From an optimization exercise on the open Yosys and OpenROAD flow, aimed at small area; shortcuts taken in it are not production practice. Only simulation tests tie the RTL to the original design; equivalence was not proved. Power is estimated from default activity; no workload was simulated.

Design decode_stage, start of the top module:
module decode_stage (
    input  logic                      clk,
    input  logic                      reset,
    input  decode_pkg::inst_t         instruction,
    input  decode_pkg::xlen_t         fs_pc,
    input  logic                      fs_to_ds_valid,
    input  logic                      es_allowin,
    input  logic                      es_valid,
    input  logic                      ms_valid,
    input  logic                      ws_valid,
    input  logic                      es_rf_we,
    input  logic                      ms_rf_we,
    input  logic                      ws_rf_we,
    input  decode_pkg::reg_addr_t     es_rf_dest,
    input  decode_pkg::reg_addr_t     ms_rf_dest,
    input  decode_pkg::reg_addr_t     ws_rf_dest,
    input  logic                      es_res_from_mem,
    input  logic                      ms_res_from_mem,
    input  logic                      ms_ls_result_valid,
    input  decode_pkg::xlen_t         es_result,
    input  decode_pkg::xlen_t         ms_final_result,
    input  decode_pkg::xlen_t         ws_final_result,
    input  decode_pkg::xlen_t         rf_src1,
    input  decode_pkg::xlen_t         rf_src2,
    output logic                      ds_to_es_valid,
    output logic                      ds_allowin,
    output decode_pkg::xlen_t         ds_pc,
    output decode_pkg::inst_t         ds_inst,
    output decode_pkg::reg_addr_t     rs1,
    output decode_pkg::reg_addr_t     rs2,
    output decode_pkg::reg_addr_t     rf_dest,
    output logic                      rf_we,
    output decode_pkg::xlen_t         oprand1,
    output decode_pkg::xlen_t         oprand2,
    output decode_pkg::alu_op_t       alu_op,
    output decode_pkg::shifter_op_t   shifter_op,
    output logic                      is_alu,
    output logic                      rwi_type,
    output logic                      load,
    output logic                      loadu,
    output logic                      store,
    output decode_pkg::mem_size_t     dwhb,
    output decode_pkg::xlen_t         ls_addr,
    output logic                      ds_load_block,
    output logic                      es_related_cancel,
    output logic                      is_trans,
    output decode_pkg::xlen_t         trans_addr,
    output logic                      branch_taken_cancel
);
For scale: roughly 1900 cells after synthesis, ~850 I/O pins, about 0.014 mm2 of cells after synthesis.
clock: 12.0 ns
lec_check: 0
cap_margin: 25
core_area: 5 5 245 245
die_area: 0 0 250 250
place_density: 0.7
setup_slack_margin: 0.2
slew_margin: 25
standard.sh (not shown) runs the stock make flow with config.mk's settings and CLKGATE_MAP_FILE= SYNTH_SCRIPT=/design/flow/synth_recipe.tcl, a recipe that flattens the netlist after the stock synthesis.
==> flow/flow/run.sh <==
#!/bin/bash
# Standard ORFS synthesis, then the combinational logic re-mapped for area
# (flip-flops untouched), then the standard ORFS layout with the smallest
# buffer cell on the ports.
set -euo pipefail
HERE=$(pwd)
RES=$HERE/orfs/results/$FLOW_PLATFORM/decode_stage/base
export BUFFER_PORTS_ARGS="-buffer_cell sky130_fd_sc_hd__buf_1"

bash standard.sh synth > make_synth.log 2>&1
cp $RES/1_2_yosys.v $HERE/synth_standard.v

printf 'set_driving_cell sky130_fd_sc_hd__buf_1\nset_load 5\n' > $HERE/remap.constr
# the re-mapping and the layout use the small buffers only
EXTRA_DONT_USE="sky130_fd_sc_hd__buf_4 sky130_fd_sc_hd__buf_6 sky130_fd_sc_hd__buf_8 sky130_fd_sc_hd__buf_12 sky130_fd_sc_hd__buf_16"
DONT_USE_CELLS=$(DONT_USE_CELLS="$EXTRA_DONT_USE" make -s -C $FLOW_HOME DESIGN_CONFIG=$FLOW_CONFIG print-DONT_USE_CELLS 2>/dev/null | sed 's/^DONT_USE_CELLS: *//' || true)
export DONT_USE_CELLS
REMAP_LIB=$FLOW_HOME/platforms/$FLOW_PLATFORM/lib/sky130_fd_sc_hd__tt_025C_1v80.lib \
REMAP_NETLIST=$HERE/synth_standard.v REMAP_TOP=$FLOW_TOP \
REMAP_SCRIPT=$HERE/flow/remap.abc REMAP_CONSTR=$HERE/remap.constr \
REMAP_OUT=$HERE/synth_remap.v \
  yosys -c flow/remap.tcl > remap.log 2>&1
cp $HERE/synth_remap.v $RES/1_2_yosys.v

bash standard.sh > make_finish.log 2>&1
==> flow/flow/remap.tcl <==
# Re-map the combinational logic of the standard synthesis netlist with an
# area-oriented ABC script. Flip-flops and tie cells are kept as they are,
# with their instance names, so the registers match the standard synthesis.
yosys -import
set lib $::env(REMAP_LIB)
set net $::env(REMAP_NETLIST)
read_liberty -ignore_miss_func $lib
read_verilog $net
hierarchy -top $::env(REMAP_TOP)
set keep {}
foreach c [split [exec grep -o {sky130_fd_sc_hd__[a-z0-9_]*} $net | sort -u] "\n"] {
  if {[regexp {df|dl|sdf|edf|conb} $c]} { lappend keep $c }
}
foreach c $keep { setattr -mod -set keep_hierarchy 1 $c }
flatten
opt_clean
set du {}
foreach c $::env(DONT_USE_CELLS) { lappend du -dont_use $c }
# the *_0 cells below have the area of their *_1 versions but a weaker drive
foreach c {a21boi_0 and2_0 o21ai_0 o311ai_0 or2_0} { lappend du -dont_use sky130_fd_sc_hd__$c }
abc -script $::env(REMAP_SCRIPT) -liberty $lib {*}$du -D 12000 -constr $::env(REMAP_CONSTR)
opt_clean -purge
stat -liberty $lib
select $::env(REMAP_TOP)
write_verilog -noattr -selected -noexpr $::env(REMAP_OUT)
Other scripts of this flow, unchanged in this note and not shown: flow/flow/remap.abc
==> next run, changes <==
--- a/flow/flow/run.sh
+++ b/flow/flow/run.sh
@@ -4 +4 @@
-# buffer cell on the ports.
+# buffer cell on the ports and pins packed one track apart.
@@ -14,3 +14 @@
-# the re-mapping and the layout use the small buffers only
-EXTRA_DONT_USE="sky130_fd_sc_hd__buf_4 sky130_fd_sc_hd__buf_6 sky130_fd_sc_hd__buf_8 sky130_fd_sc_hd__buf_12 sky130_fd_sc_hd__buf_16"
-DONT_USE_CELLS=$(DONT_USE_CELLS="$EXTRA_DONT_USE" make -s -C $FLOW_HOME DESIGN_CONFIG=$FLOW_CONFIG print-DONT_USE_CELLS 2>/dev/null | sed 's/^DONT_USE_CELLS: *//' || true)
+DONT_USE_CELLS=$(make -s -C $FLOW_HOME DESIGN_CONFIG=$FLOW_CONFIG print-DONT_USE_CELLS 2>/dev/null | sed 's/^DONT_USE_CELLS: *//' || true)
PLACE_DENSITY = default   (was 0.7)
Result:
- non-clock buffer count grows by 1
- flip-flop and latch count stays the same
- die area stays the same
- design area came out higher by about 0.56%
- area after synthesis climbs by about 2%
==> next run, changes <==
--- a/flow/flow/run.sh
+++ b/flow/flow/run.sh
@@ -4 +4 @@
-# buffer cell on the ports and pins packed one track apart.
+# buffer cell on the ports and small buffers for repair.
@@ -8,0 +9,2 @@
+# clock tree without dummy loads
+export CTS_ARGS="-sink_clustering_enable -repair_clock_nets -dont_use_dummy_load"
@@ -14 +16,3 @@
-DONT_USE_CELLS=$(make -s -C $FLOW_HOME DESIGN_CONFIG=$FLOW_CONFIG print-DONT_USE_CELLS 2>/dev/null | sed 's/^DONT_USE_CELLS: *//' || true)
+# the re-mapping and the layout use the small buffers only
+EXTRA_DONT_USE="sky130_fd_sc_hd__buf_4 sky130_fd_sc_hd__buf_6 sky130_fd_sc_hd__buf_8 sky130_fd_sc_hd__buf_12 sky130_fd_sc_hd__buf_16"
+DONT_USE_CELLS=$(DONT_USE_CELLS="$EXTRA_DONT_USE" make -s -C $FLOW_HOME DESIGN_CONFIG=$FLOW_CONFIG print-DONT_USE_CELLS 2>/dev/null | sed 's/^DONT_USE_CELLS: *//' || true)
PLACE_DENSITY = 0.7   (was default)
Outcome: The new run completed with no timing, DRC or antenna violations. First-iteration DRC count rises by about 17%. Die area stays the same. Register-to-register slack is worse by 270 ps. Total power falls by 3.6%. Combinational power barely changes. Worst hold slack is better by 16 ps. Synthesized area falls by about 1.9%. Critical path depth rises by 1. Sequential cell count does not change.
==> next run, changes <==
--- a/flow/flow/run.sh
+++ b/flow/flow/run.sh
@@ -4 +4 @@
-# buffer cell on the ports and small buffers for repair.
+# buffer cell on the ports and pins packed one track apart.
@@ -9,2 +8,0 @@
-# clock tree without dummy loads
-export CTS_ARGS="-sink_clustering_enable -repair_clock_nets -dont_use_dummy_load"
@@ -16,3 +14 @@
-# the re-mapping and the layout use the small buffers only
-EXTRA_DONT_USE="sky130_fd_sc_hd__buf_4 sky130_fd_sc_hd__buf_6 sky130_fd_sc_hd__buf_8 sky130_fd_sc_hd__buf_12 sky130_fd_sc_hd__buf_16"
-DONT_USE_CELLS=$(DONT_USE_CELLS="$EXTRA_DONT_USE" make -s -C $FLOW_HOME DESIGN_CONFIG=$FLOW_CONFIG print-DONT_USE_CELLS 2>/dev/null | sed 's/^DONT_USE_CELLS: *//' || true)
+DONT_USE_CELLS=$(make -s -C $FLOW_HOME DESIGN_CONFIG=$FLOW_CONFIG print-DONT_USE_CELLS 2>/dev/null | sed 's/^DONT_USE_CELLS: *//' || true)
--- a/flow/flow/remap.tcl
+++ b/flow/flow/remap.tcl
@@ -19,2 +18,0 @@
-# the *_0 cells below have the area of their *_1 versions but a weaker drive
-foreach c {a21boi_0 and2_0 o21ai_0 o311ai_0 or2_0} { lappend du -dont_use sky130_fd_sc_hd__$c }
CAP_MARGIN = 10   (was 25)
PLACE_DENSITY = default   (was 0.7)
SETUP_SLACK_MARGIN = default   (was 0.2)
SLEW_MARGIN = 10   (was 25)
The new run ran to the end with no violations.
Worst hold slack barely changes.
Routed wire length went down by about 0.5%.
Combinational power is about the same.
Via count went down by about 0.6%.
Register-to-register slack improved by 400 ps.
Final area went up by 1.4%.
Setup slack got worse by 120 ps.
Area after synthesis hardly moves.
==> next run, changes <==
--- a/flow/flow/run.sh
+++ b/flow/flow/run.sh
@@ -4 +4 @@
-# buffer cell on the ports and pins packed one track apart.
+# buffer cell on the ports.
@@ -14 +14,3 @@
-DONT_USE_CELLS=$(make -s -C $FLOW_HOME DESIGN_CONFIG=$FLOW_CONFIG print-DONT_USE_CELLS 2>/dev/null | sed 's/^DONT_USE_CELLS: *//' || true)
+# the re-mapping and the layout use the small buffers only
+EXTRA_DONT_USE="sky130_fd_sc_hd__buf_4 sky130_fd_sc_hd__buf_6 sky130_fd_sc_hd__buf_8 sky130_fd_sc_hd__buf_12 sky130_fd_sc_hd__buf_16"
+DONT_USE_CELLS=$(DONT_USE_CELLS="$EXTRA_DONT_USE" make -s -C $FLOW_HOME DESIGN_CONFIG=$FLOW_CONFIG print-DONT_USE_CELLS 2>/dev/null | sed 's/^DONT_USE_CELLS: *//' || true)
--- a/flow/flow/remap.tcl
+++ b/flow/flow/remap.tcl
@@ -18,0 +19,2 @@
+# the *_0 cells below have the area of their *_1 versions but a weaker drive
+foreach c {a21boi_0 and2_0 o21ai_0 o311ai_0 or2_0} { lappend du -dont_use sky130_fd_sc_hd__$c }
CAP_MARGIN = 25   (was 10)
SETUP_SLACK_MARGIN = 0.2   (was default)
SLEW_MARGIN = 25   (was 10)
The new run went through all stages and came out clean. Critical path depth rises by 1. Global-route usage falls by 0.33 points. Synthesized cell count hardly moves. Power rises by 0.33%. Final cell count falls by 1.3%. Fmax rises by 1.0%. Final area falls by 0.76%. Setup slack improves by 120 ps.

## re-timing with driven ports
How much do the figures lean on ideal ports? The routed layouts below were timed once more, with nothing changed but the port constraints. Step 1, drivers: a clkbuf_16 drives clk and a buf_2 each remaining input, both assumed. Step 2 moves the port delays by t, midway between the first and last clock arrival at a register: inputs arrive t later, outputs are due t later. That takes back most of the time a late clock gives input paths. Slacks: ideal / step 1 / step 2; pairs: ideal / step 1.
run	shift t [ns]	setup slack, ns	latest minus earliest clock arrival (ns)	worst register clock-pin slew, ns
the first run	0.436	0.405 / 0.381 / 0.381	0.023 / 0.023	0.10 / 0.10
the second run	0.463	0.420 / 0.399 / 0.399	0.030 / 0.030	0.11 / 0.11
the third run	0.428	0.468 / 0.443 / 0.444	0.038 / 0.038	0.10 / 0.10
the fourth run	0.461	0.346 / 0.289 / 0.319	0.027 / 0.028	0.11 / 0.11
the fifth run	0.459	0.467 / 0.446 / 0.446	0.019 / 0.019	0.10 / 0.10
After both steps every run listed still meets setup and hold. The setup slack of the fourth run, which loses most, moves by -0.057 ns with the drivers and by -0.027 ns with both steps.
